This design comes from an exercise in tuning for small area, a short achievable clock period and few clock cycles per item on the open sky130 flow, not from production work. Only simulation tests tie the RTL to the original design; equivalence was not proved. No activity file was given, so power comes from the tool's default toggle rates.

Setup of run 1:
==> flow/design.v (excerpt) <==
module sbus_top (
    input  logic                                         clk,
    input  logic                                         rst_n,
    input  logic [3-1:0]                 cmd_valid,
    input  logic [3*(1 + 6 + 4*32)-1:0]     cmd,
    output logic [3-1:0]                 cmd_ready,
    output logic [3-1:0]                 rsp_valid,
    output logic [3*(1 + 4*32)-1:0]     rsp,
    input  logic [3-1:0]                 rsp_ready
);
    localparam int NM    = 3;
    localparam int DW    = 32;
    localparam int AW    = 6;
    localparam int BL    = 4;
    localparam int CW    = (1 + 6 + 4*32);
    localparam int RW    = (1 + 4*32);
    localparam int DEPTH = 64;
    localparam int ROWS  = DEPTH / BL;
    logic [NM-1:0] busy;    
    logic [NM-1:0] grant;   
    logic [NM-1:0] acc;
    logic [NM-1:0] take;
    logic [NM-1:0] free_n;  
    logic [NM-1:0] grant_d;
    assign acc       = cmd_valid & grant;
    assign take      = rsp_ready & busy;
    assign free_n    = ~(acc | (busy & ~take));
    assign cmd_ready = grant;
    assign rsp_valid = busy;
    logic [NM-1:0] last;    
    always_comb begin
        grant_d = '0;
        for (int k = 1; k <= NM; k++) begin
            for (int i = 0; i < NM; i++) begin
                if (last[(i + NM - k) % NM] && grant_d == '0 && free_n[i]) begin
  ...
Size: roughly 5900 cells after synthesis, roughly 2500 flip-flops, about 99000 sq um of cells after synthesis.
==> flow/config.mk <==
export PLATFORM = sky130hd
export DESIGN_NAME = sbus_top
export DESIGN_NICKNAME = sbus_top
export VERILOG_FILES = /design/flow/design.v
export SDC_FILE = /design/flow/constraint.sdc
export NUM_CORES = 4
export LEC_CHECK = 0
export CAP_MARGIN = 30
export CORE_MARGIN = 2
export CORE_UTILIZATION = 55
export SETUP_SLACK_MARGIN = 3.9
export SLEW_MARGIN = 30
==> flow/constraint.sdc <==
create_clock -name core_clock -period 7.5 [get_ports {clk}]
set_input_delay 1.5000 -clock core_clock [delete_from_list [all_inputs] [get_ports {clk}]]
set_output_delay 1.5000 -clock core_clock [all_outputs]
set_load 0.01 [all_outputs]
standard.sh (not shown) runs the stock make flow with config.mk's settings and CLKGATE_MAP_FILE= SYNTH_SCRIPT=/design/flow/synth_recipe.tcl, a recipe that flattens the netlist after the stock synthesis.
==> flow/flow/run.sh <==
#!/bin/bash
# The standard layout with two changes: the port buffers are buf_2 cells
# (the default pick is a slow delay buffer), and the resizer may swap a cell
# for one of another footprint, so it can upsize them and the logic.
set -euo pipefail
bash standard.sh MATCH_CELL_FOOTPRINT=0 "BUFFER_PORTS_ARGS=-buffer_cell sky130_fd_sc_hd__buf_2" finish > standard.log 2>&1
Testbench counts of run 1, summed over its fixed seeds: cycles 1,290, items 960.
The following lists how run 2 was set up differently from run 1:
# run 1
export LEC_CHECK = 0
export CAP_MARGIN = 30
export CORE_MARGIN = 2
export CORE_UTILIZATION = 55
export SETUP_SLACK_MARGIN = 3.9
export SLEW_MARGIN = 30
create_clock -name core_clock -period 7.5 [get_ports {clk}]
# run 2
export LEC_CHECK = 0
export CAP_MARGIN = 30
export CORE_MARGIN = 2
export CORE_UTILIZATION = 30
export SETUP_SLACK_MARGIN = 3.8
export SLEW_MARGIN = 30
create_clock -name core_clock -period 7.5 [get_ports {clk}]
Notes after the runs:
Going from run 1 to run 2, combinational group share of total power -0.6 points, clock group power held.
Relative to run 1, leakage power of the design has increased by 0.58 nW in run 2.
Run 2 gives more die area than run 1 did.
The lower initial standard-cell utilization of the core came out of run 2.
Clock skew is higher on run 2
In the metrics for run 2 and run 1, the one carrying the lower cell count is run 1.
Input changes introduced in run 3 (baseline for comparison: run 2):
# run 2
export LEC_CHECK = 0
export CAP_MARGIN = 30
export CORE_MARGIN = 2
export CORE_UTILIZATION = 30
export SETUP_SLACK_MARGIN = 3.8
export SLEW_MARGIN = 30
create_clock -name core_clock -period 7.5 [get_ports {clk}]
# run 3
export LEC_CHECK = 0
export CAP_MARGIN = 30
export CORE_MARGIN = 2
export CORE_UTILIZATION = 30
export PLACE_DENSITY = 0.75
export SETUP_SLACK_MARGIN = 3.8
export SLEW_MARGIN = 30
create_clock -name core_clock -period 7.5 [get_ports {clk}]
==> flow/flow/run.sh <==
#!/bin/bash
# The standard layout with these changes:
# - the port buffers are buf_2 cells (the default pick is a slow delay buffer);
# - the resizer may swap a cell for one of another footprint, so it can
#   upsize the port buffers and the logic;
# - clock tree synthesis clusters up to 30 sinks per leaf buffer and inserts
#   no dummy loads.
set -euo pipefail
bash standard.sh MATCH_CELL_FOOTPRINT=0 \
    "BUFFER_PORTS_ARGS=-buffer_cell sky130_fd_sc_hd__buf_2" \
    "CTS_ARGS=-sink_clustering_enable -repair_clock_nets -sink_clustering_size 30 -sink_clustering_max_diameter 60 -dont_use_dummy_load" \
    finish > standard.log 2>&1
==> run summary <==
On overall routed net length, run 3 and run 2 are basically level. When run 3 is measured against run 2, its worst hold slack turns out 23 ps higher. Re required time at the worst-slack endpoint: run 3 is 80 ps down on run 2. Power share of the combinational group ended up 4.8 points higher on run 3 than on run 2. NOTE post-route cell area run 2->run 3 decreased by a few percent. [compare] base=run 2 new=run 3: leakage dissipation saw a decrease; sequential cell area share saw an increase; peak clock frequency supported by timing saw a decrease; final worst slack saw a decrease.

## run A
sbus_top, a different RTL version from the one above (not shown whole).
Size: ~5900 cells after synthesis, about 810 I/O pins.
clock: 7.5 ns
lec_check: 0
cap_margin: 30
core_margin: 2
core_utilization: 30
setup_slack_margin: 3.8
slew_margin: 30
==> flow/flow/run.sh <==
#!/bin/bash
# The standard layout with these changes:
# - the port buffers are buf_2 cells (the default pick is a slow delay buffer);
# - the resizer may swap a cell for one of another footprint, so it can
#   upsize the port buffers and the logic;
# - clock tree synthesis clusters up to 24 sinks per leaf buffer and inserts
#   no dummy loads.
set -euo pipefail
bash standard.sh MATCH_CELL_FOOTPRINT=0 \
    "BUFFER_PORTS_ARGS=-buffer_cell sky130_fd_sc_hd__buf_2" \
    "CTS_ARGS=-sink_clustering_enable -repair_clock_nets -sink_clustering_size 24 -sink_clustering_max_diameter 50 -dont_use_dummy_load" \
    finish > standard.log 2>&1
Testbench counts of run A, summed over its fixed seeds: cycles 1,251, items 960.
The inputs of run B differ from those of run A as listed below.
Settings: putting PLACE_DENSITY at 0.75 where nothing was set.
==> flow/flow/run.sh <==
#!/bin/bash
# The standard layout with these changes:
# - the port buffers are buf_2 cells (the default pick is a slow delay buffer);
# - the resizer may swap a cell for one of another footprint, so it can
#   upsize the port buffers and the logic;
# - clock tree synthesis clusters up to 30 sinks per leaf buffer and inserts
#   no dummy loads.
set -euo pipefail
bash standard.sh MATCH_CELL_FOOTPRINT=0 \
    "BUFFER_PORTS_ARGS=-buffer_cell sky130_fd_sc_hd__buf_2" \
    "CTS_ARGS=-sink_clustering_enable -repair_clock_nets -sink_clustering_size 30 -sink_clustering_max_diameter 60 -dont_use_dummy_load" \
    finish > standard.log 2>&1
Notes after the runs:
- Run B reached the end of the flow, and the finished layout is clean on the timing, design-rule and antenna checks.
- Run B ends up with higher via count than run A does.
- Row cell area: run B higher / run A lower
- Against run A, run B comes in about 9% higher on pin count of the biggest net entering global routing.
- Compared with run A, run B shows clock-cell share of area lower by 2.2 points.
- Run B reports a higher overall global routing resource usage than run A does.
- Sequential share of layout area was higher in run A than in run B.
- Across both runs, power consumed by combinational cells was higher for run B than for run A.
- Changes observed in run B relative to run A: proportion of synthesized flip-flops having asynchronous set or reset comparable, power fell 0.59%, fraction of power spent switching nets picked up an extra 2.1 points, initial core utilization did not really move.
Edits applied to the flow inputs when going from run B to run C:
Settings: removing PLACE_DENSITY (formerly 0.75).
- The portion of the clock cycle consumed by the worst path in the final layout reported for run C is smaller than that of run B by 3.1 points.
- A cell type of the slowest stage on the worst timing path of sky130_fd_sc_hd__or3_4 is what run B shows, while sky130_fd_sc_hd__nor4_4 belongs to run C.
- Run C vs run B on combinational share of power: run C is the lower one.
- In the metrics for run B and run C, the one carrying the lower setup slack is run B.
- Going from run B to run C, the number of iterations in the first detailed-routing pass was found to have gone up by 2.

sbus_top, a different RTL version from the one above (not shown whole).
For scale: roughly 6,500 cells after synthesis, about 2,500 flip-flops, ~100,000 sq um of cells after synthesis.
Design sbus_top, start of the top module:
module sbus_top (
    input  logic                                         clk,
    input  logic                                         rst_n,
    input  logic [3-1:0]                 cmd_valid,
    input  logic [3*(1 + 6 + 4*32)-1:0]     cmd,
    output logic [3-1:0]                 cmd_ready,
    output logic [3-1:0]                 rsp_valid,
    output logic [3*(1 + 4*32)-1:0]     rsp,
    input  logic [3-1:0]                 rsp_ready
);
clock: 7.5 ns
lec_check: 0
cap_margin: 30
core_margin: 2
core_utilization: 30
setup_slack_margin: 3.8
slew_margin: 30
==> flow/flow/run.sh <==
#!/bin/bash
# The standard layout with these changes:
# - the port buffers are buf_2 cells (the default pick is a slow delay buffer);
# - the resizer may swap a cell for one of another footprint, so it can
#   upsize the port buffers and the logic;
# - clock tree synthesis clusters up to 30 sinks per leaf buffer and inserts
#   no dummy loads.
set -euo pipefail
bash standard.sh MATCH_CELL_FOOTPRINT=0 \
    "BUFFER_PORTS_ARGS=-buffer_cell sky130_fd_sc_hd__buf_2" \
    "CTS_ARGS=-sink_clustering_enable -repair_clock_nets -sink_clustering_size 30 -sink_clustering_max_diameter 60 -dont_use_dummy_load" \
    finish > standard.log 2>&1
The first run finished clean.
Testbench counts at the start, summed over its fixed seeds: cycles 1,251, items 960.
Rerun with:
==> flow/flow/run.sh (replaced) <==
#!/bin/bash
# The standard layout with two changes: the port buffers are buf_2 cells
# (the default pick is a slow delay buffer), and the resizer may swap a cell
# for one of another footprint, so it can upsize them and the logic.
set -euo pipefail
bash standard.sh MATCH_CELL_FOOTPRINT=0 "BUFFER_PORTS_ARGS=-buffer_cell sky130_fd_sc_hd__buf_2" finish > standard.log 2>&1
=>
- cell area is higher by 3.3%
- setup slack barely changes
- register-to-register slack barely changes
- total power increases by 10%
- final cell count went up by 2.1%
- die area stays the same
- core utilization increases by 1.2 points
- maximum frequency barely changes
- global-route usage increases by 0.32 points

==> static timing again, ports no longer ideal <==
How much do the figures lean on ideal ports? The routed layouts below were timed once more, with nothing changed but the port constraints.
Step 1 (the two cells are an assumption about what drives the block):
set clk [get_ports {clk}]
set_driving_cell -lib_cell sky130_fd_sc_hd__clkbuf_16 $clk
set_driving_cell -lib_cell sky130_fd_sc_hd__buf_2 [delete_from_list [all_inputs] $clk]
Step 2, shift: input delay + t, output delay - t, t = (earliest + latest rising clock arrival at the registers) / 2. This alone moves slack from input paths to output paths.
Three values: ideal, step 1, step 2; two values: the first two.
run | shift t [ns] | slack for setup (ns) | pins driven straight from the clock port
run 1 | 0.986 | 3.561 / 3.368 / 2.382 | 1
run 2 | 0.982 | 3.738 / 3.606 / 2.624 | 1
run 3 | 0.918 | 3.603 / 3.498 / 2.580 | 1
run A | 0.959 | 3.627 / 3.525 / 2.566 | 1
run B | 0.858 | 3.440 / 3.327 / 2.469 | 1
run C | 0.915 | 3.669 / 3.567 / 2.652 | 1
the first run of note 3 | 0.992 | 3.643 / 3.362 / 2.370 | 1
the second run of note 3 | 0.990 | 3.643 / 3.446 / 2.456 | 1
After both steps every run listed still meets setup and hold. The setup slack of the first run of note 3, which loses most, moves by -0.281 ns with the drivers and by -1.273 ns with both steps.
